From an optimization exercise on the open Yosys and OpenROAD flow, aimed at small area; shortcuts taken in it are not production practice.
In this exercise RTL edits were held to simulation tests only and were not proved equivalent to the original.
Power figures rest on the tool's default switching activity, not on a simulated workload.

## reg_trace_rules
module reg_trace_rules #(
  parameter int         pMATCH_RULES  = 8,
  parameter int         pBUFFER_SIZE  = 64,
  parameter int         pBYTECNT_SIZE = 7,
  parameter int         pCOUNT_WIDTH  = 16,
  parameter logic [1:0] pSELECT       = 2'b01
) (
  input  logic                                 usb_clk,
  input  logic                                 reset_i,
  input  logic [7:0]                           reg_address,
  input  logic [pBYTECNT_SIZE-1:0]             reg_bytecnt,
  input  logic [7:0]                           write_data,
  input  logic                                 reg_read,
  input  logic                                 reg_write,
  input  logic                                 reg_addrvalid,
  output logic [7:0]                           read_data,
  output logic                                 selected,
  input  logic                                 I_commit_ok,
  input  logic [pMATCH_RULES-1:0]              I_match_hit,
  output logic [pMATCH_RULES*pBUFFER_SIZE-1:0] O_trace_pattern,
  output logic [pMATCH_RULES*pBUFFER_SIZE-1:0] O_trace_mask,
  output logic [pMATCH_RULES-1:0]              O_pattern_enable,
  output logic [pMATCH_RULES-1:0]              O_pattern_trig_enable,
  output logic                                 O_match_hold,
  output logic                                 O_update
);
Size in the first run: about 6300 cells after synthesis, roughly 2200 flip-flops, about 1100 I/O pins, about 78000 µm² of cells after synthesis.
Settings: LEC_CHECK=0, CAP_MARGIN=20, CORE_MARGIN=2, CORE_UTILIZATION=65, SLEW_MARGIN=20, SYNTH_HIERARCHICAL=1; clock period 10.0 ns.
standard.sh (not shown) runs the stock make flow with config.mk's settings and CLKGATE_MAP_FILE= SYNTH_SCRIPT=/design/flow/synth_recipe.tcl, a recipe that flattens the netlist after the stock synthesis.
==> flow/flow/run.sh <==
#!/bin/bash
# Layout flow: the standard layout (standard.sh, unchanged synthesis, floorplan, power grid
# and tap cells), with two settings changed through ORFS's own variables:
#  - the port buffers that global placement inserts on every input and output use buf_1
#    (the outputs drive a fixed 0.01 pF load);
#  - clock tree synthesis uses clkbuf_4/clkbuf_8 with larger sink clusters and no dummy loads.
# Every tool's output goes to ORFS's per-step logs under orfs/logs and to standard.log here.
set -euo pipefail
cd "$(dirname "$0")/.."
export BUFFER_PORTS_ARGS="-buffer_cell sky130_fd_sc_hd__buf_1"
export CTS_ARGS="-sink_clustering_enable -repair_clock_nets -dont_use_dummy_load -buf_list {sky130_fd_sc_hd__clkbuf_4 sky130_fd_sc_hd__clkbuf_8} -sink_clustering_size 18 -sink_clustering_max_diameter 50"
bash standard.sh finish > standard.log 2>&1
Change:
--- a/flow/design.v
+++ b/flow/design.v
@@ -55,36 +55,32 @@
     end else begin
       st_wait <= st_wait ? ~I_commit_ok : (~st_copy & commit_pending);
       st_copy <= st_copy ? ~copy_last : go_copy;
     end
   end
   always_ff @(posedge usb_clk) begin
-    if (rst || go_copy) idx_q <= 3'd0;
-    else if (copy_en)   idx_q <= idx_q + 3'd1;
+    if (go_copy)      idx_q <= 3'd0;
+    else if (copy_en) idx_q <= idx_q + 3'd1;
   end
   logic [pBUFFER_SIZE-1:0] sh_pat [R];
   logic [pBUFFER_SIZE-1:0] sh_mask [R];
   logic [pBUFFER_SIZE-1:0] act_pat [R];
   logic [pBUFFER_SIZE-1:0] act_mask [R];
   logic [R-1:0]            sh_en, sh_ten, act_en, act_ten;
   logic wr_ok, wp_nr, wm_nr;    
   assign wr_ok = wr & ~st_copy;
   assign wp_nr = wr_ok & (reg_a == 6'h01) & ~rst;
   assign wm_nr = wr_ok & (reg_a == 6'h02) & ~rst;
-  logic [R-1:0]  nrp, rm;    
-  logic [PB-1:0] nbs;        
-  logic          nrst;
-  assign nrst = ~rst;
-  assign nrp  = ~({R{wp_nr}} & rsel);
-  assign rm   = {R{wm_nr}} & rsel;
-  assign nbs  = ~bsel;
   for (genvar r = 0; r < R; r++) begin : g_sh
     for (genvar b = 0; b < PB; b++) begin : g_b
-      logic ldp, hdp, sam, sbm;
-      reg_trace_rules_rowp u_cp (.nrp(nrp[r]), .nbs(nbs[b]), .rst(rst), .ld(ldp), .hd(hdp));
-      reg_trace_rules_rowm u_cm (.rm(rm[r]), .bs(bsel[b]), .nrst(nrst), .sa(sam), .sb(sbm));
+      logic ldp, hdp, wm, sam, sbm;
+      assign ldp = wp_nr & rsel[r] & bsel[b];    
+      assign hdp = ~(rst | ldp);                 
+      assign wm  = wm_nr & rsel[r] & bsel[b];
+      assign sam = ~wm;                          
+      assign sbm = rst | wm;
       reg_trace_rules_ao #(8) u_p (.clk(usb_clk), .ld(ldp), .hd(hdp), .d(write_data),
                                    .q(sh_pat[r][b*8 +: 8]));
       reg_trace_rules_oa #(8) u_m (.clk(usb_clk), .sa(sam), .sb(sbm), .d(write_data),
                                    .q(sh_mask[r][b*8 +: 8]));
     end
   end
@@ -266,32 +262,6 @@
 module reg_trace_rules_aoi222 (
   input  logic a0, b0, a1, b1, a2, b2,
   output logic y
 );
   assign y = ~((a0 & b0) | (a1 & b1) | (a2 & b2));
 endmodule
-module reg_trace_rules_rowp (
-  input  logic nrp, nbs, rst,
-  output logic ld, hd
-);
-  reg_trace_rules_nor2 u_l (.a(nrp), .b(nbs), .y(ld));
-  reg_trace_rules_nor2 u_h (.a(rst), .b(ld),  .y(hd));
-endmodule
-module reg_trace_rules_rowm (
-  input  logic rm, bs, nrst,
-  output logic sa, sb
-);
-  reg_trace_rules_nand2 u_a (.a(rm),   .b(bs), .y(sa));
-  reg_trace_rules_nand2 u_b (.a(nrst), .b(sa), .y(sb));
-endmodule
-module reg_trace_rules_nor2 (
-  input  logic a, b,
-  output logic y
-);
-  assign y = ~(a | b);
-endmodule
-module reg_trace_rules_nand2 (
-  input  logic a, b,
-  output logic y
-);
-  assign y = ~(a & b);
-endmodule
Hold slack improves by 0.0058 ns.
Setup slack is better by 1.0 ns.
Routed wire length went up by 1.9%.
Cell area rises by 0.66%.
Cell count grows by 1.0%.
Die area grows by 0.99%.
Clock power is about the same.
Non-clock buffer count went down by 7.

==> what the ideal ports hide <==
Ports are ideal in the flow. The routed layouts listed here were re-timed in OpenROAD. Step 1 sets driving cells, clkbuf_16 on the clock port and buf_2 on the other inputs (assumed; they add their load-dependent delay and slew). Step 2, shift: input delay + t, output delay - t, t = (earliest + latest rising clock arrival at the registers) / 2. This alone moves slack from input paths to output paths. a / b / c = ideal ports / drivers / drivers and shift; a / b = the first two.
| run | t (ns) | slack for setup (ns) | clock arrival spread, ns |
|---|---|---|---|
| the first run | 0.974 | 3.056 / 3.109 / 2.135 | 0.081 / 0.082 |
| the second run | 0.976 | 4.079 / 4.141 / 3.166 | 0.131 / 0.131 |
After both steps setup and hold are still met in every run listed. For the first run, which loses most, drivers alone change the setup slack by +0.053 ns; drivers and shift together by -0.921 ns.
